Background: an optimization exercise with open tools, aiming at a short achievable clock period and few clock cycles. Do not read the settings as production practice. Function was checked by simulation only, so behaviour that the tests miss may differ from the original. Power figures rest on the tool's default switching activity, not on a simulated workload.

$ cat run.sh
#!/bin/bash
# synth_recipe.tcl (not shown) runs the flow's synth.tcl, then flattens the netlist and writes it again
# the make line also repeats each setting of config.mk as NAME=value (left out here)
make -C /OpenROAD-flow-scripts/flow DESIGN_CONFIG=/design/flow/config.mk WORK_HOME=/design/flow/orfs CLKGATE_MAP_FILE= SYNTH_SCRIPT=/design/flow/synth_recipe.tcl finish
$ cat config.mk
export PLATFORM = sky130hd
export DESIGN_NAME = retro_top
export DESIGN_NICKNAME = retro_top
export VERILOG_FILES = /design/flow/design.v
export SDC_FILE = /design/flow/constraint.sdc
export NUM_CORES = 4
export LEC_CHECK = 0
export ABC_CLOCK_PERIOD_IN_PS = 4000
export CAP_MARGIN = 20
export CORE_MARGIN = 2
export CORE_UTILIZATION = 30
export PLACE_DENSITY = 0.5
export SETUP_SLACK_MARGIN = 4.0
export SLEW_MARGIN = 20
$ cat constraint.sdc
create_clock -name core_clock -period 8.0 [get_ports {clk}]
set_input_delay 1.6000 -clock core_clock [delete_from_list [all_inputs] [get_ports {clk}]]
set_output_delay 1.6000 -clock core_clock [all_outputs]
set_load 0.01 [all_outputs]
$ cat design.v
`timescale 1ns/10ps
module retro_top #(
  parameter int          addr_width = 16,
  parameter logic [31:0] start_addr = 32'h0000_0000
) (
  input  logic                  clk,
  input  logic                  rst_n,
  input  logic                  hold,        
  input  logic [7:0]            data_in,
  output logic [addr_width-1:0] address,
  output logic [7:0]            data_out,
  output logic                  wren
);
  localparam int CI = 6;                
  localparam int CN = 1 << CI;          
  localparam int TW = 16 - CI - 2 + 1;  
  localparam int PD = 56;               
  function automatic [32:0] add32(input [31:0] a, input [31:0] b, input cin);
    reg [16:0] lo, hi0, hi1;
    begin
      lo  = {1'b0, a[15:0]} + {1'b0, b[15:0]} + {16'd0, cin};
      hi0 = {1'b0, a[31:16]} + {1'b0, b[31:16]};
      hi1 = {1'b0, a[31:16]} + {1'b0, b[31:16]} + 17'd1;
      add32 = {lo[16] ? hi1 : hi0, lo[15:0]};
    end
  endfunction
  logic [31:0]   rf [1:31];             
  logic [31:0]   c_data [0:CN-1];
  logic [TW-1:0] c_tag  [0:CN-1];
  logic [CN-1:0] c_val;
  logic          cw_v;                  
  logic [CN-1:0] cw_oh;                 
  logic [31:0]   cw_word;
  logic [TW-1:0] cw_tag;
  logic [15:0]   cw_pc;                 
  logic [15:0]   fa;                    
  logic [15:0]   fba;                   
  logic [1:0]    fb;                    
  logic [23:0]   fbuf;                  
  logic          dok;                   
  logic [31:0]   pc;                    
  logic [CN-1:0] poh;                   
  logic [CN-1:0] ir_poh;                
  logic [CN-1:0] ex_toh;                
  logic [CN-1:0] jt_oh;                 
  logic          ir_v;                  
  logic [31:0]   ir;
  logic [31:0]   ir_pc;
  logic [31:0]   ir_oh1, ir_oh2;        
  logic [15:0]   ir_ils;                
  logic          rd_m1;                 
  logic [15:0]   base_r;                
  logic          ex_v;                  
  logic [31:0]   ex_a;                  
  logic [31:0]   ex_b;                  
  logic [31:0]   ex_opb;                
  logic          ex_cin;
  logic [4:0]    ex_sh;                 
  logic [31:0]   ex_pcv;                
  logic [31:0]   ex_tgt;                
  logic [4:0]    ex_rd;
  logic [2:0]    ex_f3;
  logic          ex_alt;
  logic          s_sum, s_slt, s_sltu, s_xor, s_or, s_and, s_sll, s_sr, s_pcv;
  logic          ex_jalr, ex_br, ex_ld, ex_st;
  logic          ex_jr1;                
  logic [31:1]   jt;                    
  logic          ex_we;                 
  logic          ex_lw;                 
  logic          wb_v;                  
  logic [4:0]    wb_rd;
  logic [31:0]   wb_val;
  logic [31:0]   dc_data [0:63];        
  logic [7:0]    dc_tag  [0:63];
  logic [3:0]    dc_val  [0:63];
  logic          ex_lk;                 
  logic          dl_hit;                
  logic          dl_miss;               
  logic [63:0]   dl_oh;                 
  logic [7:0]    dl_t0;
  logic [1:0]    dl_sh;
  logic [31:0]   dl_val;
  logic          d_act;                 
  logic [15:0]   baddr;                 
  logic          wr_q;                  
  logic [15:0]   d_addr;
  logic [1:0]    d_cnt;
  logic [31:0]   sdata;
  logic [23:0]   lacc;
  logic [TW-1:0] ptag;
  logic          c_hit;
  logic          pf_bus;                
  logic          byp;
  logic          f_ok;
  logic [31:0]   f_word;
  logic          adv;                   
  logic          jblock;                
  logic          rb;                    
  logic          rb_rs;                 
  logic [15:0]   pf_dist;
  assign ptag  = {pc[15:CI+2], pc[1]};
  logic [31:0]   c_sel;
  logic          v_sel;
  always_comb begin
    c_sel = 32'd0;
    v_sel = 1'b0;
    for (int j = 0; j < CN; j++) begin
      c_sel = c_sel | ({32{poh[j]}} & c_data[j]);
      v_sel = v_sel | (poh[j] && c_val[j] && c_tag[j] == ptag);
    end
  end
  logic cw_hit;
  assign cw_hit = cw_v && (cw_pc == pc[15:0]);
  assign c_hit  = v_sel || cw_hit;
  assign pf_dist = fa - pc[15:0];
  assign adv     = (fa != pc[15:0]) || (pf_bus && fb == 2'd3);
  assign jblock  = ir_v && (d_jal || d_jalr);
  assign pf_bus  = !d_act && dok;
  assign byp     = pf_bus && (fb == 2'd3) && (fa == pc[15:0]);
  assign f_ok    = c_hit || byp;
  logic [31:0] pw;
  logic        pw_jal, pw_jalr0;
  logic        follow;
  logic [15:0] pw_tgt;
  assign pw       = cw_word;
  assign pw_jal   = pw[6:0] == 7'b1101111;
  assign pw_jalr0 = pw[6:0] == 7'b1100111 && pw[19:15] == 5'd0;
  assign follow   = cw_v && (pw_jal || pw_jalr0);
  assign pw_tgt   = pw_jal ? cw_pc + {pw[15:12], pw[20], pw[30:21], 1'b0}
                           : {{4{pw[31]}}, pw[31:21], 1'b0};
  assign f_word  = byp ? {data_in, fbuf} : cw_hit ? cw_word : c_sel;
  logic [6:0]  op;
  logic [2:0]  f3;
  logic [4:0]  rd, rs1, rs2;
  logic        d_lui, d_auipc, d_jal, d_jalr, d_br, d_ld, d_st, d_alui, d_alur, d_alu;
  logic [31:0] imm;
  logic [31:0] rs1v, rs2v;
  logic [31:0] opb;
  logic        inv;
  logic        wr_any;
  logic        use1, use2;
  logic        dep;
  assign op  = ir[6:0];
  assign f3  = ir[14:12];
  assign rd  = ir[11:7];
  assign rs1 = ir[19:15];
  assign rs2 = ir[24:20];
  assign d_lui   = op == 7'b0110111;
  assign d_auipc = op == 7'b0010111;
  assign d_jal   = op == 7'b1101111;
  assign d_jalr  = op == 7'b1100111;
  assign d_br    = op == 7'b1100011;
  assign d_ld    = op == 7'b0000011;
  assign d_st    = op == 7'b0100011;
  assign d_alui  = op == 7'b0010011;
  assign d_alur  = op == 7'b0110011;
  assign d_alu   = d_alui || d_alur;
  always_comb begin
    if (d_lui || d_auipc)
      imm = {ir[31:12], 12'b0};
    else if (d_jal)
      imm = {{12{ir[31]}}, ir[19:12], ir[20], ir[30:21], 1'b0};
    else if (d_br)
      imm = {{20{ir[31]}}, ir[7], ir[30:25], ir[11:8], 1'b0};
    else if (d_st)
      imm = {{21{ir[31]}}, ir[30:25], ir[11:7]};
    else
      imm = {{21{ir[31]}}, ir[30:20]};
  end
  logic [31:0] imm_u, imm_b, imm_j;
  assign imm_u = {ir[31:12], 12'b0};
  assign imm_b = {{20{ir[31]}}, ir[7], ir[30:25], ir[11:8], 1'b0};
  assign imm_j = {{12{ir[31]}}, ir[19:12], ir[20], ir[30:21], 1'b0};
  logic [15:0] ea;
  logic        d_mem;
  logic        base_go;
  assign d_mem   = d_ld || d_st;
  assign ea      = base_r + ir_ils;
  assign base_go = ir_v && d_mem && !rd_m1 && !dep;
  logic [31:0] jal_t, br_t;
  assign jal_t = 32'(add32(ir_pc, imm_j, 1'b0));
  assign br_t  = 32'(add32(ir_pc, imm_b, 1'b0));
  assign wr_any = d_lui || d_auipc || d_jal || d_jalr || d_alu;
  assign use1   = !(d_lui || d_auipc || d_jal);
  assign use2   = d_alur || d_br || d_st;
  logic [31:0] rf1, rf2;
  always_comb begin
    rf1 = 32'd0;
    rf2 = 32'd0;
    for (int i = 1; i < 32; i++) begin
      rf1 = rf1 | ({32{ir_oh1[i]}} & rf[i]);
      rf2 = rf2 | ({32{ir_oh2[i]}} & rf[i]);
    end
  end
  assign rs1v = (wb_v && wb_rd == rs1) ? wb_val : rf1;
  assign rs2v = (wb_v && wb_rd == rs2) ? wb_val : rf2;
  assign inv = d_br || (d_alu && (f3 == 3'b010 || f3 == 3'b011)) ||
               (d_alur && f3 == 3'b000 && ir[30]);
  assign opb = ((d_alur || d_br) ? rs2v : imm) ^ {32{inv}};
  assign dep = ex_v && (ex_we || ex_lw) &&
               ((use1 && !(d_mem && rd_m1) && rs1 == ex_rd) || (use2 && rs2 == ex_rd));
  logic [32:0] sum;
  logic        lt, ltu, eq;
  logic [4:0]  shamt;
  logic [31:0] alu;
  logic        cond;
  logic [31:0] tgt;
  logic        taken;
  logic [1:0]  last;
  logic        d_fin;
  logic        ex_free;
  logic        ld_we;
  logic [31:0] ld_val;
  logic [31:0] opbx;
  logic        blt, bltu;
  assign opbx  = ex_opb;
  assign sum   = add32(ex_a, opbx, ex_cin);
  assign ltu   = !sum[32];
  assign lt    = (ex_a[31] == opbx[31]) ? ex_a[31] : sum[31];
  assign eq    = ex_a == ex_b;
  assign bltu  = ex_a < ex_b;
  assign blt   = $signed(ex_a) < $signed(ex_b);
  assign shamt = ex_sh;
  always_comb begin
    alu = 32'd0;
    if (s_sum)  alu = alu | sum[31:0];
    if (s_slt)  alu = alu | {31'd0, lt};
    if (s_sltu) alu = alu | {31'd0, ltu};
    if (s_xor)  alu = alu | (ex_a ^ ex_opb);
    if (s_or)   alu = alu | (ex_a | ex_opb);
    if (s_and)  alu = alu | (ex_a & ex_opb);
    if (s_sll)  alu = alu | (ex_a << shamt);
    if (s_sr)   alu = alu | 32'($signed({ex_alt && ex_a[31], ex_a}) >>> shamt);
    if (s_pcv)  alu = alu | ex_pcv;
  end
  always_comb begin
    case (ex_f3)
      3'b000:  cond = eq;
      3'b001:  cond = !eq;
      3'b100:  cond = blt;
      3'b101:  cond = !blt;
      3'b110:  cond = bltu;
      3'b111:  cond = !bltu;
      default: cond = 1'b0;
    endcase
  end
  assign tgt   = ex_jalr ? {jt, 1'b0} : ex_tgt;
  assign taken = ex_v && ((ex_jalr && !ex_jr1) || (ex_br && cond));
  always_comb begin
    case (ex_f3[1:0])
      2'd0:    last = 2'd0;
      2'd1:    last = 2'd1;
      default: last = 2'd3;
    endcase
  end
  assign d_fin   = d_act && (d_cnt == last);
  assign ex_free = !ex_v || (!(ex_ld || ex_st) && !ex_jr1) || d_fin || dl_hit;
  assign ld_we   = ex_v && ex_lw && (d_fin || dl_hit);
  logic [7:0]  t0;
  logic [3:0]  v0, v1;
  logic [63:0] dwin;
  logic [7:0]  dneed;
  logic        dc_hit;
  logic [31:0] dword;
  logic [31:0] dc_ld;
  logic [3:0]  dval0, dval1;
  logic [31:0] ddat0, ddat1;
  always_comb begin
    dval0 = 4'd0;  dval1 = 4'd0;
    ddat0 = 32'd0; ddat1 = 32'd0;
    for (int i = 0; i < 64; i++) begin
      dval0 = dval0 | ({4{dl_oh[i] && dc_tag[i] == dl_t0}} & dc_val[i]);
      ddat0 = ddat0 | ({32{dl_oh[i]}} & dc_data[i]);
      if (i < 63) begin
        dval1 = dval1 | ({4{dl_oh[i] && dc_tag[i + 1] == dl_t0}} & dc_val[i + 1]);
        ddat1 = ddat1 | ({32{dl_oh[i]}} & dc_data[i + 1]);
      end
    end
  end
  assign t0     = dl_t0;
  assign v0     = dval0;
  assign v1     = dval1;
  assign dwin   = {ddat1, ddat0};
  assign dneed  = {4'd0, (last == 2'd0) ? 4'b0001 : (last == 2'd1) ? 4'b0011 : 4'b1111} << dl_sh;
  assign dc_hit = (({v1, v0} & dneed) == dneed);
  assign dword  = 32'(dwin >> {dl_sh, 3'b000});
  always_comb begin
    case (ex_f3[1:0])
      2'd0:    dc_ld = {{24{!ex_f3[2] && dword[7]}}, dword[7:0]};
      2'd1:    dc_ld = {{16{!ex_f3[2] && dword[15]}}, dword[15:0]};
      default: dc_ld = dword;
    endcase
  end
  always_comb begin
    case (ex_f3[1:0])
      2'd0:    ld_val = {{24{!ex_f3[2] && data_in[7]}}, data_in};
      2'd1:    ld_val = {{16{!ex_f3[2] && data_in[7]}}, data_in, lacc[7:0]};
      default: ld_val = {data_in, lacc};
    endcase
  end
  logic rd_adv;       
  logic jal_go;       
  logic ir_free;
  logic ex_load;      
  assign ex_load = ir_v && ex_free && !dep && !(d_mem && !rd_m1);
  assign rd_adv  = ex_load && !taken;
  assign jal_go  = ex_load && d_jal;    
  assign ir_free = !ir_v || ex_load;
  assign address  = baddr;
  logic [15:0] fba_n, d_addr_n;
  logic        d_act_n;
  always_comb begin
    fba_n = fba;
    if (rb_rs)
      fba_n = ir_pc[15:0];
    else if (follow)
      fba_n = pw_tgt;
    else if (pf_bus)
      fba_n = fba + 16'd1;
    d_addr_n = d_addr;
    if (ex_load)
      d_addr_n = ea;
    else if (d_act)
      d_addr_n = d_addr + 16'd1;
    d_act_n = d_act;
    if (ex_free)
      d_act_n = rd_adv && (d_st || (d_ld && f3[1:0] == 2'd0));
    else if (dl_miss)
      d_act_n = 1'b1;
  end
  assign data_out = sdata[7:0];
  assign wren     = wr_q && !hold;
  always_ff @(posedge clk or negedge rst_n) begin
    if (!rst_n) begin
      for (int i = 1; i < 32; i++) rf[i] <= 32'd0;
    end else if (wb_v) begin
      rf[wb_rd] <= wb_val;
    end
  end
  always_ff @(posedge clk or negedge rst_n) begin
    if (!rst_n) begin
      c_val <= '0;
      for (int i = 0; i < 64; i++) dc_val[i] <= 4'd0;
    end else begin
      for (int i = 0; i < CN; i++)
        if (cw_v && cw_oh[i]) c_val[i] <= 1'b1;
      for (int i = 0; i < 64; i++) begin
        if (d_act && d_addr[7:2] == 6'(i)) begin
          if (dc_tag[i] == d_addr[15:8])
            dc_val[i] <= dc_val[i] | (4'b0001 << d_addr[1:0]);
          else
            dc_val[i] <= 4'b0001 << d_addr[1:0];
        end
      end
    end
  end
  always_ff @(posedge clk or negedge rst_n) begin
    if (!rst_n) begin
      fa    <= start_addr[15:0];
      fba   <= start_addr[15:0];
      fb    <= 2'd0;
      dok   <= 1'b1;
      pc    <= start_addr;
      poh   <= CN'(1) << start_addr[CI+1:2];
      wb_v  <= 1'b0;
      ir_v  <= 1'b0;
      rb    <= 1'b0;
      rb_rs <= 1'b0;
      ex_v  <= 1'b0;
      cw_v  <= 1'b0;
      rd_m1 <= 1'b0;
      ex_jr1 <= 1'b0;
      d_act <= 1'b0;
      baddr <= start_addr[15:0];
      wr_q  <= 1'b0;
      ex_lk <= 1'b0;
      dl_hit <= 1'b0;
      dl_miss <= 1'b0;
    end else if (!hold) begin
      cw_v    <= pf_bus && fb == 2'd3;
      fba   <= fba_n;
      d_act <= d_act_n;
      baddr <= d_act_n ? d_addr_n : fba_n;
      if (rb_rs) begin
        fa  <= ir_pc[15:0];
        fb  <= 2'd0;
        dok <= 1'b1;
      end else if (follow) begin
        fa  <= pw_tgt;
        fb  <= 2'd0;
        dok <= 1'b1;
      end else begin
        if (pf_bus) begin
          fb  <= fb + 2'd1;
          if (fb == 2'd3) fa <= fa + 16'd4;
        end
        dok <= pf_dist[15:2] < 14'(PD - 2);
      end
      rb    <= 1'b0;
      rb_rs <= 1'b0;
      if (taken) begin
        pc   <= tgt;
        poh  <= ex_jalr ? jt_oh : ex_toh;
        ir_v <= 1'b0;
      end else if (jal_go) begin
        pc   <= jal_t;
        poh  <= CN'(1) << jal_t[CI+1:2];
        ir_v <= 1'b0;
      end else if (rb) begin
        pc   <= ir_pc;
        poh  <= ir_poh;
        ir_v <= 1'b0;
      end else if (ir_free) begin
        ir_v  <= adv && f_ok;
        rb    <= adv && !f_ok;
        rb_rs <= adv && !f_ok && !jblock;
        if (adv) begin
          pc  <= pc + 32'd4;
          poh <= {poh[CN-2:0], poh[CN-1]};
        end
      end
      if (ir_free || taken)
        rd_m1 <= 1'b0;
      else if (base_go)
        rd_m1 <= 1'b1;
      if (ex_free) ex_v <= rd_adv;
      ex_jr1 <= ex_free && rd_adv && d_jalr;
      wb_v <= (ex_v && ex_we && ex_free) || ld_we;
      dl_hit  <= 1'b0;
      dl_miss <= 1'b0;
      if (ex_free) begin
        wr_q  <= rd_adv && d_st;
        ex_lk <= rd_adv && d_ld && f3[1:0] != 2'd0;
      end else if (ex_v && ex_ld && ex_lk) begin
        dl_hit  <= dc_hit;
        dl_miss <= !dc_hit;
        ex_lk   <= 1'b0;
      end
    end
  end
  always_ff @(posedge clk) begin
    if (pf_bus && fb != 2'd3)
      fbuf[8*fb +: 8] <= data_in;
    for (int i = 0; i < CN; i++) begin
      if (cw_v && cw_oh[i]) begin
        c_data[i] <= cw_word;
        c_tag[i]  <= cw_tag;
      end
    end
    if (d_act) begin
      dc_tag[d_addr[7:2]] <= d_addr[15:8];
      dc_data[d_addr[7:2]][8*d_addr[1:0] +: 8] <= ex_st ? sdata[7:0] : data_in;
    end
    if (!hold) begin
      if (ir_free) begin
        ir     <= f_word;
        ir_pc  <= pc;
        ir_poh <= poh;
        ir_oh1 <= 32'd1 << f_word[19:15];
        ir_oh2 <= 32'd1 << f_word[24:20];
        ir_ils <= {{4{f_word[31]}}, f_word[31:25],
                   (f_word[6:0] == 7'b0100011) ? f_word[11:7] : f_word[24:20]};
      end
      wb_rd  <= ex_rd;
      wb_val <= ex_ld ? (dl_hit ? dl_val : ld_val) : alu;
      dl_val <= dc_ld;
      jt     <= sum[31:1];
      cw_oh   <= CN'(1) << fa[CI+1:2];
      cw_word <= {data_in, fbuf};
      cw_tag  <= {fa[15:CI+2], fa[1]};
      cw_pc   <= fa;
      if (base_go) base_r <= rs1v[15:0];
      jt_oh  <= CN'(1) << sum[CI+1:2];
      if (ex_load) begin
        ex_a    <= rs1v;
        ex_b    <= rs2v;
        ex_opb  <= opb;
        ex_sh   <= d_alur ? rs2v[4:0] : ir[24:20];
        ex_cin  <= inv;
        ex_pcv  <= d_auipc ? 32'(add32(ir_pc, imm_u, 1'b0)) : d_lui ? imm_u : ir_pc + 32'd4;
        ex_tgt  <= br_t;
        ex_toh  <= CN'(1) << br_t[CI+1:2];
        ex_rd   <= rd;
        ex_f3   <= f3;
        ex_alt  <= ir[30];
        s_sum   <= (d_alu && f3 == 3'b000);
        s_slt   <= (d_alu && f3 == 3'b010);
        s_sltu  <= (d_alu && f3 == 3'b011);
        s_xor   <= (d_alu && f3 == 3'b100);
        s_or    <= (d_alu && f3 == 3'b110);
        s_and   <= (d_alu && f3 == 3'b111);
        s_sll   <= (d_alu && f3 == 3'b001);
        s_sr    <= (d_alu && f3 == 3'b101);
        s_pcv   <= d_lui || d_auipc || d_jal || d_jalr;
        ex_jalr <= d_jalr;
        ex_br   <= d_br;
        ex_ld   <= d_ld;
        ex_st   <= d_st;
        ex_we   <= wr_any && rd != 5'd0;
        ex_lw   <= d_ld && rd != 5'd0;
      end
      d_addr <= d_addr_n;
      if (ex_load) begin
        dl_oh  <= 64'd1 << ea[7:2];
        dl_t0  <= ea[15:8];
        dl_sh  <= ea[1:0];
        d_cnt  <= 2'd0;
        sdata  <= rs2v;
      end else if (d_act) begin
        begin
          d_cnt  <= d_cnt + 2'd1;
          sdata  <= {8'd0, sdata[31:8]};
          case (d_cnt)
            2'd0:    lacc[7:0]   <= data_in;
            2'd1:    lacc[15:8]  <= data_in;
            default: lacc[23:16] <= data_in;
          endcase
        end
      end
    end
  end
endmodule
==> impl_metrics.py, run 1 <==
metrics = {
    "grt": {
        "grt.overflow.total": 0,
        "grt.total_usage_pct": 30.2,
        "grt_pass1_vias": 231000,
        "grt_pass1_wl_mm": 2260,
        "grt_max_degree": 157,
        "antenna_found_initial": 182,
    },
    "critical_path": {
        "cp_max_fo": 16,
        "cp-startpoint": "poh[19]",
        "cp-start-kind": "register",
        "timing.rr.start": "poh[19]",
        "critical_path_arrival_ps": 5020,
        "crit_required_ps": 8880,
        "endpoint_kind": "register",
        "critPathKind": "register to register",
    },
    "synthesis": {
        "ys_types": 95,
        "yosysSeqAreaShare_pct": 66.9,
        "synth_nets": 23100,
        "syn-cell-area_um2": 329000,
        "syn_inst": 22800,
        "synth_ff_type": "edfxtp_1",
        "avgSynthCellArea_um2": 14.4,
        "synth_warnings": 5,
        "ys_ff_latch": 7569,
        "synth_top_area_cell": "edfxtp_1",
        "synth_enable_flop_cells": 6097,
        "synth-async-reset-ratio_pct": 19.4,
        "synthTopCellsByArea": "edfxtp_1 56%, dfrtp_1 11%, a221oi_1 4.1%",
        "yosysTopAreaCellShare_pct": 55.7,
    },
    "placement": {
        "dp_hpwl_mm": 1080,
        "postPlaceCellArea_um2": 352000,
        "place_congestion": 0.999,
        "io_buffers": 35,
        "place_ws_ps": 2490,
    },
    "cts": {
        "cts_tree": "built",
        "h-tree-depth": 6,
        "cts_root_buf": "clkbuf_16",
        "clock_latency_ps": 1210,
        "clock_path_buffers": 5,
        "cts-buffers-inserted": 816,
        "hold_buffers": 0,
        "clk_pin_slew_ps": 60,
        "cts_num_sinks": 7569,
    },
    "finish": {
        "num-nets-final": 23800,
        "syn_to_final_growth_pct": 17.4,
        "final_area_um2": 386000,
        "layout_common_cells": "6097 x edfxtp_1, 1492 x a221oi_1, 1455 x a22o_1",
        "layout_commonest_cell": "edfxtp_1",
        "utilization_pct": 35.3,
        "drive_gt1_share_pct": 19.3,
    },
    "route": {
        "avgRoutedWirePerCell_um": 45.0,
        "num_vias": 251000,
        "drtPass1Iterations": 13,
        "remaining_drc_errors": 0,
        "wirelength_mm": 1750,
        "vias_per_cell": 6.46,
        "ant_nets": 0,
        "drt_iter0_markers": 48300,
    },
    "floorplan": {
        "core_um2": 1090000,
        "die_w_mm": 1.05,
        "start_util_pct": 30.1,
        "pin_count": 36,
        "dieArea_um2": 1100000,
        "die_h_mm": 1.05,
        "rows": 384,
    },
    "timing": {
        "fmax_mhz": 241,
        "hold_viol": 0,
        "rsz0062_at_grt": "yes",
        "worst_hold_slack_ps": 406,
        "finalSetupViolations": 0,
        "tightestPinTransition_ps": 1380,
        "slew_headroom_pct": 7.82,
        "fin_crit_sh_pct": 51.9,
        "drv_slew": 0,
        "finalClockSkew_ps": 162,
        "setup_tns_ps": 0,
        "min_period_ps": 4150,
        "worst_slack_ps": 3850,
    },
    "power_and_ir_drop": {
        "p_per_area_nw_per_um2": 306,
        "ir_worst_vdd_mv": 0.277,
        "p_leak_nw": 136,
    },
    "flow_run": {
        "max-cap-violations": 0,
    },
    "worst_hold_path": {
        "holdCritPathClass": "input pin to async pin",
    },
    "outcome": {
        "status": "no timing/DRC/antenna violations",
    },
}
## critical path, stage by stage (launching register included)
cell and delay [ps]:
dfrtp_4 660, buf_4 430, a221oi_2 470, nand4_1 230, nor4_4 530, nand2_1 150
o21ai_2 130, buf_4 150, nor2_1 60, a21oi_4 270, clkinvlp_4 270, buf_4 210
mux2_2 250
## kinds of logic (layout without fill, tap and decap cells)
family,Yosys count,in the layout,synth area share (%)
compound gates,5765,5766,13.7
xor+xnor,1931,1931,5.15
fa+ha+maj,226,226,0.884
buf+inv,1912,3334,2.24
flops,7569,7569,66.9
mux,1406,1406,4.76
other cells,0,129,0
simple gates,4015,4016,6.34
## cells in the mapped netlist, types with 70 or more instances
| cell type | count |
|---|---|
| ha_1 | 216 |
| and3_1 | 115 |
| nor3_1 | 197 |
| o21ai_0 | 547 |
| a211oi_1 | 72 |
| edfxtp_1 | 6097 |
| clkbuf_1 | 1169 |
| a22oi_1 | 830 |
| buf_2 | 91 |
| nand3_1 | 354 |
| o22ai_1 | 71 |
| xor2_1 | 726 |
| a222oi_1 | 92 |
| nor4_1 | 233 |
| inv_1 | 294 |
| a221oi_1 | 1532 |
| dfrtp_1 | 1470 |
| xnor2_1 | 1205 |
| nand2_1 | 688 |
| nor2_1 | 851 |
| o21ai_1 | 70 |
| nand4_1 | 884 |
| and2_1 | 377 |
| a21oi_1 | 385 |
| mux2_2 | 1093 |
| mux2i_1 | 297 |
| or2_2 | 73 |
| a22o_1 | 1456 |
| a21o_1 | 329 |
| buf_1 | 340 |
## sequential cells by signal (all words and copies together), names as in the netlist, 64 cells and up
register and flops:
c_data 2048, ir_poh 64, rf 992, poh 64, dc_tag 512, cw_oh 64
jt_oh 64, c_val 64, ex_toh 64, dl_oh 64, dc_data 2048, c_tag 576
dc_val 256
## metrics by stage
step	std cells	total power [mW]
2_1_floorplan	22800	61.4
3_3_place_gp	36800	76.3
3_5_place_dp	36800	76.5
4_1_cts	38600	116
5_1_grt	38700	119
6_report	38900	118
## final timing paths
path / cells past startpoint / slack (ps) / end
max: 12 / 3850 / ir_ils[3]
min: 1 / 410 / rf[7][21]
max reg2reg: 12 / 3850 / ir_ils[3]
min reg2reg: 0 / 430 / cw_word[3]
max in group asynchronous: 3 / 5420 / c_val[53]
min in group core_clock: 0 / 430 / cw_word[3]
## power breakdown
| group | total, mW | leakage (nW) | internal (mW) | switching, mW |
|---|---|---|---|---|
| Sequential | 49.9 | 75.5 | 46.1 | 3.77 |
| Combinational | 29.0 | 47.6 | 8.47 | 20.6 |
| Clock | 39.0 | 13.1 | 22.0 | 17.0 |
## layer usage
metal	track usage (%)	part of all wire, %
met2	42.8	41
met4	17.3	7.2
met3	10.4	14
met5	0.0598	0.036
met1	40.2	38
## cell type report
type                            instances  area, µm²
Fill cell                          105000     707000
Sequential cell                      7569     220000
Multi-Input combinational cell      13300     105000
Clock buffer                         1049      22200
Tap cell                            14500      18100
Timing Repair Buffer                 1547      14700
Clock inverter                        441       4530
Inverter                              297       1150
Antenna cell                          129        323
## repair_timing
action	4_1_cts	5_1_grt
setup endpoints to repair	836	423
pin swaps	53	46
resized for setup	366	213
cloned	19	11
setup buffers	204	141
Testbench counts, summed over its fixed seeds: cycles 40,583.
==> inputs of run 2 (changes only) <==
--- a/design.v
+++ b/design.v
@@ -51,4 +51,6 @@
   logic          rd_m1;                 
   logic [15:0]   base_r;                
+  logic          base_v;                
+  logic [4:0]    base_idx;
   logic          ex_v;                  
   logic [31:0]   ex_a;                  
@@ -80,5 +82,5 @@
   logic [7:0]    dl_t0;
   logic [1:0]    dl_sh;
-  logic [31:0]   dl_val;
+  logic [63:0]   dl_win;                
   logic          d_act;                 
   logic [15:0]   baddr;                 
@@ -177,5 +179,7 @@
   assign d_mem   = d_ld || d_st;
   assign ea      = base_r + ir_ils;
-  assign base_go = ir_v && d_mem && !rd_m1 && !dep;
+  logic        m_ready;
+  assign m_ready = rd_m1 || (base_v && rs1 == base_idx);
+  assign base_go = ir_v && d_mem && !m_ready && !dep;
   logic [31:0] jal_t, br_t;
   assign jal_t = 32'(add32(ir_pc, imm_j, 1'b0));
@@ -199,5 +203,5 @@
   assign opb = ((d_alur || d_br) ? rs2v : imm) ^ {32{inv}};
   assign dep = ex_v && (ex_we || ex_lw) &&
-               ((use1 && !(d_mem && rd_m1) && rs1 == ex_rd) || (use2 && rs2 == ex_rd));
+               ((use1 && !(d_mem && m_ready) && rs1 == ex_rd) || (use2 && rs2 == ex_rd));
   logic [32:0] sum;
   logic        lt, ltu, eq;
@@ -284,5 +288,5 @@
   assign dneed  = {4'd0, (last == 2'd0) ? 4'b0001 : (last == 2'd1) ? 4'b0011 : 4'b1111} << dl_sh;
   assign dc_hit = (({v1, v0} & dneed) == dneed);
-  assign dword  = 32'(dwin >> {dl_sh, 3'b000});
+  assign dword  = 32'(dl_win >> {dl_sh, 3'b000});
   always_comb begin
     case (ex_f3[1:0])
@@ -303,5 +307,5 @@
   logic ir_free;
   logic ex_load;      
-  assign ex_load = ir_v && ex_free && !dep && !(d_mem && !rd_m1);
+  assign ex_load = ir_v && ex_free && !dep && !(d_mem && !m_ready);
   assign rd_adv  = ex_load && !taken;
   assign jal_go  = ex_load && d_jal;    
@@ -370,4 +374,5 @@
       cw_v  <= 1'b0;
       rd_m1 <= 1'b0;
+      base_v <= 1'b0;
       ex_jr1 <= 1'b0;
       d_act <= 1'b0;
@@ -424,4 +429,8 @@
       else if (base_go)
         rd_m1 <= 1'b1;
+      if (base_go)
+        base_v <= 1'b1;
+      else if (rd_adv && (wr_any || d_ld) && rd == base_idx)
+        base_v <= 1'b0;
       if (ex_free) ex_v <= rd_adv;
       ex_jr1 <= ex_free && rd_adv && d_jalr;
@@ -463,6 +472,6 @@
       end
       wb_rd  <= ex_rd;
-      wb_val <= ex_ld ? (dl_hit ? dl_val : ld_val) : alu;
-      dl_val <= dc_ld;
+      wb_val <= ex_ld ? (dl_hit ? dc_ld : ld_val) : alu;
+      dl_win <= dwin;
       jt     <= sum[31:1];
       cw_oh   <= CN'(1) << fa[CI+1:2];
@@ -470,5 +479,8 @@
       cw_tag  <= {fa[15:CI+2], fa[1]};
       cw_pc   <= fa;
-      if (base_go) base_r <= rs1v[15:0];
+      if (base_go) begin
+        base_r   <= rs1v[15:0];
+        base_idx <= rs1;
+      end
       jt_oh  <= CN'(1) << sum[CI+1:2];
       if (ex_load) begin
==> run 2 against run 1 <==
Compared with the run above:
- design area shrank 0.19%
- combinational power decreased by 5%
- final cell count decreased by 0.85%
- synthesized area increased by 0.43%
- critical endpoint is now dl_hit
- still clean on timing, DRC and antenna
- critical path depth stayed put
- count of clock-buffer cells in the layout is 11 higher
- synthesized cell count is 0.61% lower
==> impl_metrics.py, run 2 <==
metrics = {
    "grt": {
        "antenna_found_initial": 177,
        "grt_pass1_wl_mm": 2250,
        "grt.total_usage_pct": 30.0,
        "grt.overflow.total": 0,
        "grt_pass1_vias": 229000,
        "grt_max_degree": 180,
    },
    "synthesis": {
        "synth_nets": 22900,
        "yosysTopAreaCellShare_pct": 55.8,
        "synth_enable_flop_cells": 6126,
        "yosysSeqAreaShare_pct": 66.9,
        "synthTopCellsByArea": "edfxtp_1 56%, dfrtp_1 11%, a221oi_1 4.4%",
        "synth_top_area_cell": "edfxtp_1",
        "synth_ff_type": "edfxtp_1",
        "syn-cell-area_um2": 330000,
        "synth_warnings": 5,
        "synth.most_common_cell": "edfxtp_1",
        "ys_types": 96,
        "avgSynthCellArea_um2": 14.5,
        "synthTopCellsByCount": "6126 x edfxtp_1, 1675 x a221oi_1, 1639 x a22o_1, 1471 x dfrtp_1, 1251 x clkbuf_1",
        "synth-async-reset-ratio_pct": 19.4,
        "ys_ff_latch": 7599,
        "syn_inst": 22700,
    },
    "route": {
        "wl_met2_mm": 737,
        "highest_layer": "met5",
        "num_vias": 248000,
        "wl_met1_mm": 642,
        "wirelength_mm": 1730,
        "vias_per_cell": 6.44,
        "avgRoutedWirePerCell_um": 45.0,
        "drtPass1Iterations": 11,
        "drt_iter0_markers": 48200,
        "remaining_drc_errors": 0,
        "wl_met3_mm": 211,
        "ant_nets": 0,
    },
    "critical_path": {
        "critPathKind": "register to register",
        "crit_required_ps": 9060,
        "cp_max_fo": 55,
        "endpoint_kind": "register",
        "worst_path_max_delay_cell": "o211ai_1",
        "max_stage_delay_ps": 840,
        "path_cells": "buf_12 -> xor2_1 -> nor4_1 -> buf_4 -> nand2_1 -> o211ai_1 -> a311o_1 -> a211oi_1 -> a31oi_1 -> nand4_1 -> buf_4 -> o31ai_1",
        "critical_path_arrival_ps": 5240,
        "crit_top_cell": "buf_4",
        "cp-start-kind": "register",
    },
    "timing": {
        "rsz0062_at_grt": "yes",
        "setup_tns_ps": 0,
        "min_period_ps": 4180,
        "finalClockSkew_ps": 161,
        "fmax_mhz": 239,
        "hold_viol": 0,
        "finalSetupViolations": 0,
        "worst_slack_ps": 3820,
        "drv_slew": 0,
        "fin_crit_sh_pct": 52.3,
        "slew_headroom_pct": 6.51,
        "tightestPinTransition_ps": 1400,
    },
    "placement": {
        "place_ws_ps": 2670,
        "place_congestion": 1.02,
        "place_inst": 36700,
        "io_buffers": 35,
        "dp_hpwl_mm": 1050,
    },
    "cts": {
        "hold_buffers": 0,
        "cts-buffers-inserted": 835,
        "h-tree-depth": 6,
        "cts_root_buf": "clkbuf_16",
        "clock_latency_ps": 1260,
        "clock_path_buffers": 5,
        "cts_tree": "built",
        "clk_pin_slew_ps": 70,
        "cts_num_sinks": 7599,
    },
    "floorplan": {
        "die_w_mm": 1.05,
        "rows": 385,
        "die_h_mm": 1.05,
        "pin_count": 36,
        "core_um2": 1100000,
        "dieArea_um2": 1110000,
        "start_util_pct": 30.1,
    },
    "finish": {
        "layout_commonest_cell": "edfxtp_1",
        "n_fill_cell": 105000,
        "final_cells": 38500,
        "num-nets-final": 23400,
        "layout_common_cells": "6126 x edfxtp_1, 1659 x a221oi_1, 1639 x a22o_1",
        "drive_gt1_share_pct": 18.6,
        "syn_to_final_growth_pct": 16.7,
    },
    "outcome": {
        "status": "no timing/DRC/antenna violations",
    },
    "power_and_ir_drop": {
        "p_leak_nw": 135,
        "ir_worst_vdd_mv": 0.219,
        "p_per_area_nw_per_um2": 302,
        "finalPower_mw": 116,
    },
    "flow_run": {
        "max-cap-violations": 0,
    },
    "worst_hold_path": {
        "holdCritPathClass": "input pin to async pin",
    },
}
==> run 2: worst paths after layout <==
kind | to | startpoint | cells past startpoint | slack [ps]
setup / recovery | dl_hit | dl_t0[0] | 12 | 3820
hold / removal | rf[28][23] | rst_n | 1 | 300
setup reg to reg | dl_hit | dl_t0[0] | 12 | 3820
hold reg to reg | cw_word[17] | fbuf[17] | 0 | 450
max in group asynchronous | rf[25][3] | rst_n | 3 | 5680
min in group core_clock | cw_word[17] | fbuf[17] | 0 | 450
==> run 2: cells by family after synthesis <==
kind of cell / count (synthesis) / share of synthesized area (%)
flip-flops: 7599 / 66.9
AO/OA/AOI/OAI: 5641 / 13.6
AND/OR/NAND/NOR: 3909 / 6.21
XOR/XNOR: 1943 / 5.16
buffers and inverters: 1938 / 2.29
multiplexers: 1428 / 4.95
adder cells (fa/ha/maj): 226 / 0.880
==> run 2: power breakdown <==
group / internal (mW) / switching (mW) / total (mW) / leakage [nW]
logic: 8.02 / 19.5 / 27.5 / 46.1
registers: 46.3 / 2.87 / 49.2 / 75.7
clock network: 22.4 / 17.3 / 39.7 / 13.5
==> run 2: per-layer routing <==
layer,up-vias,global-route usage (%)
met1,129000,38.5
met5,-,0.192
li1,91900,-
met2,21500,44.5
met4,56,19.5
met3,5482,8.12
==> run 2: layout make-up <==
class / count / area [µm²] / share of cell area, %
Clock inverter: 486 / 5120 / 1.33
Tap cell: 14500 / 18200 / 4.71
Multi-Input combinational cell: 13100 / 104000 / 27.0
Inverter: 266 / 1010 / 0.261
Sequential cell: 7599 / 221000 / 57.4
Timing Repair Buffer: 1358 / 12900 / 3.34
Antenna cell: 93 / 233 / 0.0604
Clock buffer: 1060 / 22400 / 5.82
==> run 2: worst max-delay path: cells and delay by family (launching register included) <==
kind                   cells  cell delay, ps
AO/OA/AOI/OAI              5            1670
AND/OR/NAND/NOR            3             790
buffers and inverters      3             640
flip-flops                 1             440
XOR/XNOR                   1             310
==> run 2: repair_timing <==
action	in CTS	in global routing
gates cloned	10	4
endpoints found under the setup margin	702	222
endpoints found under the hold margin	0	0
resized for setup	242	144
pin swaps	19	26
buffers inserted	147	62
==> run 2: metrics by stage <==
step           hold WS [ps]  util, %  area [µm²]
6_report                299     35.1      385000
5_1_grt                 340     35.1      385000
4_1_cts                 322     34.9      383000
3_5_place_dp            432     32.2      353000
3_3_place_gp            429     32.1      352000
2_1_floorplan           420        -      330000
Testbench counts of run 2, summed over its fixed seeds: cycles 39,890.
==> inputs of run 3 (changes only) <==
--- a/design.v
+++ b/design.v
@@ -48,5 +48,4 @@
   logic [31:0]   ir_pc;
   logic [31:0]   ir_oh1, ir_oh2;        
-  logic [15:0]   ir_ils;                
   logic          rd_m1;                 
   logic [15:0]   base_r;                
@@ -178,4 +177,6 @@
   logic        base_go;
   assign d_mem   = d_ld || d_st;
+  logic [15:0] ir_ils;                  
+  assign ir_ils  = {{4{ir[31]}}, ir[31:25], d_st ? ir[11:7] : ir[24:20]};
   assign ea      = base_r + ir_ils;
   logic        m_ready;
@@ -468,6 +469,4 @@
         ir_oh1 <= 32'd1 << f_word[19:15];
         ir_oh2 <= 32'd1 << f_word[24:20];
-        ir_ils <= {{4{f_word[31]}}, f_word[31:25],
-                   (f_word[6:0] == 7'b0100011) ? f_word[11:7] : f_word[24:20]};
       end
       wb_rd  <= ex_rd;
==> run 3 against run 2 <==
Compared with the run above:
- still clean
- core utilization grew 0.22 points
- wire length increased by 0.55%
- synthesized area fell by 0.18%
- final cell count is 0.24% lower
==> impl_metrics.py, run 3 <==
metrics = {
    "outcome": {
        "status": "no timing/DRC/antenna violations",
    },
    "synthesis": {
        "synth_nets": 22800,
        "yosysTopAreaCellShare_pct": 55.8,
        "yosysSeqAreaShare_pct": 67.0,
        "synthSimpleGateAreaFrac_pct": 5.96,
        "syn_inst": 22600,
        "ys_ff_latch": 7594,
        "avgSynthCellArea_um2": 14.6,
        "synth-async-reset-ratio_pct": 19.4,
        "syn-cell-area_um2": 329000,
        "synth_warnings": 5,
        "synth_top_area_cell": "edfxtp_1",
        "synth_enable_flop_cells": 6121,
        "synth_ff_type": "edfxtp_1",
        "synth-compound-area-share_pct": 13.7,
        "muxShareOfSynthArea_pct": 4.96,
        "synthTopCellsByArea": "edfxtp_1 56%, dfrtp_1 11%, a221oi_1 4.6%",
        "yosys.area_share.xor_xnor_pct": 5.17,
        "synth_top_family_by_area": "compound AO/OA/AOI/OAI gates",
        "ys_types": 96,
        "yosys.area_share.adder_pct": 0.881,
        "synthTopCellsByCount": "6121 x edfxtp_1, 1748 x a221oi_1, 1680 x a22o_1, 1471 x dfrtp_1, 1182 x xnor2_1",
        "synth.most_common_cell": "edfxtp_1",
    },
    "power_and_ir_drop": {
        "sw_frac_of_total_pct": 34.1,
        "p_int_mw": 76.7,
        "ir_worst_vdd_mv": 0.244,
        "switching_power_mw": 39.7,
        "clkPwrFrac_pct": 34.3,
        "power_frac_seq_pct": 43.1,
        "finalPower_mw": 116,
        "p_leak_nw": 136,
        "p_per_area_nw_per_um2": 301,
        "p_comb_share_pct": 22.6,
    },
    "timing": {
        "fmax_mhz": 237,
        "finalClockSkew_ps": 191,
        "min_period_ps": 4210,
        "fin_crit_sh_pct": 52.6,
        "drv_slew": 0,
        "hold_viol": 0,
        "rsz0062_at_grt": "yes",
        "setup_tns_ps": 0,
        "slew_headroom_pct": 11.2,
        "worst_slack_ps": 3790,
        "tightestPinTransition_ps": 1330,
        "finalSetupViolations": 0,
    },
    "cts": {
        "cts_root_buf": "clkbuf_16",
        "cts-buffers-inserted": 821,
        "clock_path_buffers": 5,
        "h-tree-depth": 6,
        "hold_buffers": 0,
        "clk_pin_slew_ps": 60,
        "clock_latency_ps": 1330,
        "cts_num_sinks": 7594,
        "cts_tree": "built",
    },
    "critical_path": {
        "endpoint_kind": "register",
        "path_buf_inv": 2,
        "cp_max_fo": 17,
        "crit_required_ps": 8810,
        "cp-start-kind": "register",
        "crit_top_cell": "buf_4",
        "critical_path_arrival_ps": 5020,
        "max_stage_delay_ps": 990,
        "path_cells": "buf_4 -> buf_4 -> a22o_1 -> a221oi_1 -> nand4_1 -> or4_1",
        "critPathKind": "register to register",
        "crit_family": "simple AND/OR/NAND/NOR gates",
        "worst_path_max_delay_cell": "or4_1",
    },
    "route": {
        "avgRoutedWirePerCell_um": 45.4,
        "vias_per_cell": 6.45,
        "remaining_drc_errors": 0,
        "drt_iter0_markers": 47300,
        "wirelength_mm": 1740,
        "num_vias": 248000,
        "ant_nets": 0,
        "drtPass1Iterations": 10,
    },
    "grt": {
        "grt_pass1_wl_mm": 2250,
        "grt_max_degree": 160,
        "grt.overflow.total": 0,
        "grt_pass1_vias": 230000,
        "antenna_found_initial": 187,
        "grt.total_usage_pct": 30.1,
    },
    "finish": {
        "drive_gt1_share_pct": 19.3,
        "utilization_pct": 35.3,
        "num-nets-final": 23400,
        "layout_commonest_cell": "edfxtp_1",
        "layout_common_cells": "6121 x edfxtp_1, 1726 x a221oi_1, 1680 x a22o_1",
        "n_fill_cell": 104000,
        "syn_to_final_growth_pct": 17.2,
    },
    "floorplan": {
        "dieArea_um2": 1110000,
        "rows": 384,
        "die_h_mm": 1.05,
        "pin_count": 36,
        "die_w_mm": 1.05,
        "start_util_pct": 30.1,
        "core_um2": 1090000,
    },
    "placement": {
        "dp_hpwl_mm": 1050,
        "place_congestion": 1.01,
        "io_buffers": 35,
        "place_ws_ps": 2460,
    },
    "flow_run": {
        "max-cap-violations": 0,
    },
    "worst_hold_path": {
        "holdCritPathClass": "input pin to async pin",
    },
}
## run 3: power by group through the flow
stage,Combinational (mW),Sequential (mW),Clock [mW]
after floorplan,12.9,48.5,0
after global routing,26.7,50.1,41.5
after global placement,23.1,51.4,0
final,26.3,50.2,39.9
after detailed placement,23.3,51.4,0
after CTS,24.7,50.2,40.1
## run 3: per-stage QoR
| step | cell area, µm² | hold slack [ps] | cells |
|---|---|---|---|
| final | 386000 | 279 | 38400 |
| after global routing | 386000 | 293 | 38300 |
| after CTS | 383000 | 261 | 38200 |
| after detailed placement | 353000 | 435 | 36600 |
| after global placement | 352000 | 431 | 36500 |
| after floorplan | 330000 | 420 | 22600 |
## run 3: path summary, 6_finish.rpt
kind | slack [ps] | depth (start not counted) | startpoint | end
setup / recovery | 3790 | 6 | dl_oh[27] | dl_win[29]
hold / removal | 280 | 1 | rst_n | rf[16][19]
setup reg to reg | 3790 | 6 | dl_oh[27] | dl_win[29]
hold reg to reg | 430 | 0 | fbuf[3] | cw_word[3]
max in group asynchronous | 5690 | 3 | rst_n | rf[8][11]
min in group core_clock | 430 | 0 | fbuf[3] | cw_word[3]
## run 3: worst reg2reg max path: cells and delay by family, from the launching register on
family	cells	cell delay, ps
DFF	1	850
and+or+nand+nor	2	1230
buffers and inverters	2	970
AOI/OAI and AO/OA	2	810
## run 3: layout make-up
type,count,area [µm²],share of cell area (%)
Sequential cell,7594,221000,57.2
Multi-Input combinational cell,13000,105000,27.1
Clock buffer,1045,22000,5.70
Tap cell,14500,18100,4.69
Timing Repair Buffer,1382,13200,3.41
Clock inverter,467,5630,1.46
Inverter,352,1340,0.346
Antenna cell,104,260,0.0674
## run 3: cells by family after synthesis
kind of cell	after synthesis
multiplexers	1392
adder cells (fa/ha/maj)	226
AND/OR/NAND/NOR	3787
AO/OA/AOI/OAI	5658
buffers and inverters	1958
XOR/XNOR	1943
flip-flops	7594
## run 3: what timing repair did
item                                    4_1_cts  5_1_grt
resized for setup                           284      232
endpoints found under the setup margin      738      580
setup buffers                                99      120
pin swaps                                    28       72
cloned                                       18       11
## run 3: layer usage
layer,part of all wire [%],track usage (%),wire length [µm]
met5,0.038,0.00427,670
met4,7.4,17.1,128000
met3,13,9.17,227000
met2,42,44.6,739000
met1,37,39.1,649000
Testbench counts of run 3, summed over its fixed seeds: cycles 39,890.
==> inputs of run 4 (changes only) <==
--- a/config.mk
+++ b/config.mk
@@ -6,5 +6,5 @@
 export NUM_CORES = 4
 export LEC_CHECK = 0
-export ABC_CLOCK_PERIOD_IN_PS = 4000
+export ABC_CLOCK_PERIOD_IN_PS = 3000
 export CAP_MARGIN = 20
 export CORE_MARGIN = 2
==> run 4 against run 3 <==
Compared with the run above:
- wire length stayed put
- sequential power hardly changed
- synthesized area did not move
- power stayed put
- die area unchanged
- worst hold slack unchanged
- synthesized cell count unchanged
- design area stayed put
- count of clock-buffer cells in the layout is the same
- critical endpoint unchanged
==> impl_metrics.py, run 4 <==
metrics = {
    "timing": {
        "setup_tns_ps": 0,
        "fmax_mhz": 237,
        "fin_crit_sh_pct": 52.6,
        "drv_slew": 0,
        "tightestPinTransition_ps": 1330,
        "rsz0062_at_grt": "yes",
        "worst_hold_slack_ps": 279,
        "finalSetupViolations": 0,
        "finalClockSkew_ps": 191,
        "slew_headroom_pct": 11.2,
        "min_period_ps": 4210,
        "hold_viol": 0,
    },
    "grt": {
        "antenna_found_initial": 187,
        "grtUsageMet3_pct": 9.17,
        "grt.total_usage_pct": 30.1,
        "use_met2_pct": 44.6,
        "grt_pass1_vias": 230000,
        "met1_usage_pct": 39.1,
        "grt_max_degree": 160,
        "busiest_layer": "met2",
        "grt_pass1_wl_mm": 2250,
        "grt.overflow.total": 0,
    },
    "synthesis": {
        "synth_enable_flop_cells": 6121,
        "synthTopCellsByCount": "6121 x edfxtp_1, 1748 x a221oi_1, 1680 x a22o_1, 1471 x dfrtp_1, 1182 x xnor2_1",
        "yosysSeqAreaShare_pct": 67.0,
        "synth.most_common_cell": "edfxtp_1",
        "synth-async-reset-ratio_pct": 19.4,
        "synth_nets": 22800,
        "ys_types": 96,
        "yosysTopAreaCellShare_pct": 55.8,
        "ys_ff_latch": 7594,
        "syn-cell-area_um2": 329000,
        "synth_top_area_cell": "edfxtp_1",
        "avgSynthCellArea_um2": 14.6,
        "synthTopCellsByArea": "edfxtp_1 56%, dfrtp_1 11%, a221oi_1 4.6%",
        "synth_ff_type": "edfxtp_1",
        "synth_warnings": 5,
        "syn_inst": 22600,
    },
    "outcome": {
        "status": "no timing/DRC/antenna violations",
    },
    "route": {
        "num_vias": 248000,
        "ant_nets": 0,
        "wirelength_mm": 1740,
        "drtPass1Iterations": 10,
        "avgRoutedWirePerCell_um": 45.4,
        "vias_per_cell": 6.45,
        "drt_iter0_markers": 47300,
        "remaining_drc_errors": 0,
    },
    "floorplan": {
        "start_util_pct": 30.1,
        "rows": 384,
        "pin_count": 36,
        "die_w_mm": 1.05,
        "die_h_mm": 1.05,
        "dieArea_um2": 1110000,
        "core_um2": 1090000,
    },
    "critical_path": {
        "endpoint_kind": "register",
        "cp-start-kind": "register",
        "cp_max_fo": 17,
        "crit_required_ps": 8810,
        "critical_path_arrival_ps": 5020,
        "critPathKind": "register to register",
    },
    "cts": {
        "h-tree-depth": 6,
        "hold_buffers": 0,
        "cts_root_buf": "clkbuf_16",
        "clock_path_buffers": 5,
        "clock_latency_ps": 1330,
        "cts_num_sinks": 7594,
        "clk_pin_slew_ps": 60,
        "cts_tree": "built",
        "cts-buffers-inserted": 821,
    },
    "finish": {
        "utilization_pct": 35.3,
        "final_area_um2": 386000,
        "syn_to_final_growth_pct": 17.2,
        "layout_common_cells": "6121 x edfxtp_1, 1726 x a221oi_1, 1680 x a22o_1",
        "n_fill_cell": 104000,
        "num-nets-final": 23400,
        "drive_gt1_share_pct": 19.3,
        "layout_commonest_cell": "edfxtp_1",
    },
    "placement": {
        "place_congestion": 1.01,
        "postPlaceCellArea_um2": 353000,
        "io_buffers": 35,
        "dp_hpwl_mm": 1050,
    },
    "power_and_ir_drop": {
        "ir_worst_vdd_mv": 0.244,
        "p_leak_nw": 136,
        "p_per_area_nw_per_um2": 301,
    },
    "flow_run": {
        "max-cap-violations": 0,
    },
    "worst_hold_path": {
        "holdCritPathClass": "input pin to async pin",
    },
}
==> run 4: cell counts after synthesis <==
Identical to the previous run, type by type.
==> run 4: metrics by stage <==
stage	std cells	power, mW	setup WS [ps]
after global routing	38300	118	3800
after detailed placement	36600	74.8	2460
final	38400	116	3790
after global placement	36500	74.5	2440
after CTS	38200	115	3900
after floorplan	22600	61.5	707
==> run 4: final cells by class <==
type	count	area, µm²	share of cell area (%)
antenna	104	260	0.0674
clock buffer	1045	22000	5.70
clock inverter	467	5630	1.46
inverter	352	1340	0.346
multi-input combinational	13000	105000	27.1
sequential	7594	221000	57.2
tap	14500	18100	4.69
timing repair buffer	1382	13200	3.41
==> run 4: cell families (layout without fill, tap and decap cells) <==
logic type	Yosys count	count (layout)	share of synthesized area [%]
muxes	1392	1392	4.96
xor gates and xnor gates	1943	1943	5.17
and+or+nand+nor	3787	3788	5.96
DFF	7594	7594	67.0
AOI/OAI and AO/OA	5658	5661	13.7
other	0	104	0
adders and majority gates	226	226	0.881
buffers and inverters	1958	3246	2.32
==> run 4: power by group <==
part           internal (mW)  switching (mW)  leakage, nW  total, mW
clock                   22.5            17.4         13.4       39.9
combinational           7.88            18.4         46.6       26.3
sequential              46.3            3.86         75.7       50.2
total                   76.7            39.7          136        116
==> run 4: path summary, 6_finish.rpt <==
kind	start	endpoint	slack, ps	cells after the start
max	dl_oh[27]	dl_win[29]	3790	6
min	rst_n	rf[16][19]	280	1
max reg2reg	dl_oh[27]	dl_win[29]	3790	6
min reg2reg	fbuf[3]	cw_word[3]	430	0
max in group asynchronous	rst_n	rf[8][11]	5690	3
min in group core_clock	fbuf[3]	cw_word[3]	430	0
==> run 4: timing repair <==
action,in CTS,in global routing
gates resized for setup,284,232
pin swaps,28,72
setup buffers,99,120
endpoints found under the hold margin,0,0
setup endpoints to repair,738,580
cloned,18,11
==> run 4: routing by layer <==
layer  up-vias  part of all wire [%]
li1      91600                     -
met1    130000                    37
met2     21200                    42
met3      5336                    13
met4        90                   7.4
met5         -                 0.038
==> run 4: worst max-delay path, cell delays in order (launching register included) <==
cell	delay [ps]
edfxtp_1	850
buf_4	540
buf_4	380
a22o_1	260
a221oi_1	510
nand4_1	240
or4_1	990
==> inputs of run 5 (changes only) <==
--- a/config.mk
+++ b/config.mk
@@ -6,9 +6,9 @@
 export NUM_CORES = 4
 export LEC_CHECK = 0
-export ABC_CLOCK_PERIOD_IN_PS = 3000
+export ABC_CLOCK_PERIOD_IN_PS = 4000
 export CAP_MARGIN = 20
 export CORE_MARGIN = 2
-export CORE_UTILIZATION = 30
-export PLACE_DENSITY = 0.5
+export CORE_UTILIZATION = 35
+export PLACE_DENSITY = 0.55
 export SETUP_SLACK_MARGIN = 4.0
 export SLEW_MARGIN = 20
==> run 5 against run 4 <==
Compared with the run above:
- global-route usage rose by 3.3 points
- clock power fell by 3%
- power down 1.8%
- still clean on timing, DRC and antenna
- synthesized area unchanged
- non-clock buffer count shrank 94
- first-iteration DRC count grew 3.2%
- combinational power down 4%
- largest cell class unchanged
- sequential power hardly changed
- synthesized cell count unchanged
==> impl_metrics.py, run 5 <==
metrics = {
    "synthesis": {
        "synthTopCellsByCount": "6121 x edfxtp_1, 1748 x a221oi_1, 1680 x a22o_1, 1471 x dfrtp_1, 1182 x xnor2_1",
        "synth_ff_type": "edfxtp_1",
        "synth_top_area_cell": "edfxtp_1",
        "synth_enable_flop_cells": 6121,
        "synthTopCellsByArea": "edfxtp_1 56%, dfrtp_1 11%, a221oi_1 4.6%",
        "syn_inst": 22600,
        "avgSynthCellArea_um2": 14.6,
        "yosysSeqAreaShare_pct": 67.0,
        "ys_ff_latch": 7594,
        "synth.most_common_cell": "edfxtp_1",
        "syn-cell-area_um2": 329000,
        "yosysTopAreaCellShare_pct": 55.8,
        "ys_types": 96,
        "synth_warnings": 5,
        "synth-async-reset-ratio_pct": 19.4,
        "synth_nets": 22800,
    },
    "floorplan": {
        "core_um2": 939000,
        "start_util_pct": 35.1,
        "dieArea_um2": 949000,
        "pin_count": 36,
        "die_h_um": 974,
        "die_w_um": 974,
        "rows": 356,
    },
    "critical_path": {
        "critPathKind": "register to register",
        "endpoint_kind": "register",
        "max_stage_delay_ps": 590,
        "critical_path_arrival_ps": 5130,
        "path_cells": "buf_12 -> xor2_1 -> nor4_4 -> nand3_1 -> o221ai_1 -> nor4_1 -> and4_1 -> a31oi_1 -> nand4_1 -> buf_6 -> o31ai_1",
        "crit_required_ps": 8960,
        "cp_max_fo": 64,
        "cp-start-kind": "register",
        "worst_path_max_delay_cell": "nand3_1",
    },
    "timing": {
        "setup_tns_ps": 0,
        "tightestPinTransition_ps": 1350,
        "slew_headroom_pct": 9.40,
        "min_period_ps": 4170,
        "rsz0062_at_grt": "yes",
        "worst_hold_slack_ps": 448,
        "drv_slew": 0,
        "finalSetupViolations": 0,
        "fmax_mhz": 240,
        "finalClockSkew_ps": 175,
        "hold_viol": 0,
        "fin_crit_sh_pct": 52.2,
    },
    "grt": {
        "met1_usage_pct": 43.1,
        "grt.overflow.total": 0,
        "grt_pass1_vias": 228000,
        "grt.total_usage_pct": 33.4,
        "grt_max_degree": 180,
        "grtUsageMet3_pct": 10.7,
        "grt_pass1_wl_mm": 2160,
        "antenna_found_initial": 170,
        "use_met2_pct": 49.0,
        "busiest_layer": "met2",
    },
    "power_and_ir_drop": {
        "p_per_area_nw_per_um2": 300,
        "p_leak_nw": 135,
        "ir_worst_vdd_mv": 0.281,
        "finalPower_mw": 114,
    },
    "cts": {
        "cts_num_sinks": 7594,
        "cts-buffers-inserted": 817,
        "cts_root_buf": "clkbuf_16",
        "clock_latency_ps": 1200,
        "h-tree-depth": 6,
        "cts_tree": "built",
        "clk_pin_slew_ps": 60,
        "hold_buffers": 0,
        "clock_path_buffers": 5,
    },
    "route": {
        "num_vias": 247000,
        "drt_iter0_markers": 48800,
        "remaining_drc_errors": 0,
        "wirelength_mm": 1660,
        "avgRoutedWirePerCell_um": 45.6,
        "vias_per_cell": 6.79,
        "ant_nets": 0,
        "drtPass1Iterations": 11,
    },
    "placement": {
        "place_inst": 34600,
        "dp_hpwl_mm": 1010,
        "place_congestion": 1.05,
        "io_buffers": 35,
    },
    "worst_hold_path": {
        "holdCritPathClass": "register to register",
    },
    "finish": {
        "drive_gt1_share_pct": 18.5,
        "n_fill_cell": 86500,
        "num-nets-final": 23300,
        "layout_commonest_cell": "edfxtp_1",
        "final_cells": 36400,
        "layout_common_cells": "6121 x edfxtp_1, 1729 x a221oi_1, 1680 x a22o_1",
        "syn_to_final_growth_pct": 15.8,
    },
    "flow_run": {
        "max-cap-violations": 0,
    },
    "outcome": {
        "status": "no timing/DRC/antenna violations",
    },
}
[run 5: per-layer routing]
| layer | vias up | part of all wire (%) |
|---|---|---|
| met4 | 88 | 8.1 |
| li1 | 91400 | - |
| met1 | 127000 | 36 |
| met3 | 5947 | 14 |
| met5 | - | 0.045 |
| met2 | 22900 | 42 |
[run 5: what timing repair did]
item	CTS	global route
gates resized for setup	264	158
setup endpoints to repair	793	534
cloned	14	3
pin swaps	23	41
setup buffers	95	77
[run 5: worst paths after layout]
check                      startpoint           to  slack [ps]  cells after the start
max                          dl_t0[6]       dl_hit        3830                     11
min                          fbuf[19]  cw_word[19]         450                      0
max reg2reg                  dl_t0[6]       dl_hit        3830                     11
min reg2reg                  fbuf[19]  cw_word[19]         450                      0
max in group asynchronous       rst_n    rf[6][17]        4920                      4
min in group asynchronous       rst_n    c_val[46]         550                      2
[run 5: metrics by stage]
stage                     utilization [%]  cell area (µm²)  setup slack [ps]
after floorplan                         -           330000               707
after global placement               37.2           349000              2550
after detailed placement             37.3           350000              2590
after CTS                            40.4           379000              3840
after global routing                 40.6           381000              3860
final                                40.6           381000              3830
[run 5: worst max-delay path: cells and delay by family (launching register included)]
family	cells	cell delay (ps)
xor gates and xnor gates	1	220
AOI/OAI and AO/OA	3	900
DFF	1	380
buffers and inverters	2	540
and+or+nand+nor	5	1640
[run 5: kinds of logic after synthesis]
| kind of cell | Yosys count | synth area share, % |
|---|---|---|
| AO/OA/AOI/OAI | 5658 | 13.7 |
| multiplexers | 1392 | 4.96 |
| AND/OR/NAND/NOR | 3787 | 5.96 |
| buffers and inverters | 1958 | 2.32 |
| adder cells (fa/ha/maj) | 226 | 0.881 |
| XOR/XNOR | 1943 | 5.17 |
| flip-flops | 7594 | 67.0 |
[run 5: layout make-up]
type | count | area, µm² | area share, %
clock inverters | 484 | 4850 | 1.27
clock buffers | 1026 | 21800 | 5.72
repair buffers | 1288 | 12200 | 3.20
multi-input cells | 13000 | 104000 | 27.3
flip-flops and latches | 7594 | 221000 | 57.9
inverters | 352 | 1340 | 0.350
diodes | 122 | 305 | 0.0800
well taps | 12500 | 15700 | 4.11
[run 5: power breakdown]
| part | total [mW] | switching [mW] | leakage, nW | internal [mW] |
|---|---|---|---|---|
| combinational | 25.3 | 17.6 | 46.0 | 7.68 |
| sequential | 50.2 | 3.92 | 75.7 | 46.3 |
| clock | 38.9 | 16.9 | 13.0 | 21.9 |
| total | 114 | 38.4 | 135 | 75.9 |

-- static timing again, ports no longer ideal --
How much do the figures lean on ideal ports? The routed layouts below were timed once more, with nothing changed but the port constraints. Step 1: set_driving_cell puts a clkbuf_16 on clk and a buf_2 on each other input, an assumption about the parent block. Step 2, shift: input delay + t, output delay - t, t = (earliest + latest rising clock arrival at the registers) / 2. This alone moves slack from input paths to output paths. Slacks: no drivers / after step 1 / after step 2; pairs: no drivers / after step 1.
run | shift t [ns] | setup slack, ns | worst setup path at the end
run 1 | 1.276 | 3.851 / 3.851 / 3.408 | input to register
run 2 | 1.320 | 3.819 / 3.819 / 3.445 | input to register
run 3 | 1.429 | 3.789 / 3.766 / 2.958 | input to register
run 4 | 1.429 | 3.789 / 3.766 / 2.958 | input to register
run 5 | 1.276 | 3.826 / 3.826 / 3.329 | input to register
After both steps every run listed still meets setup and hold.
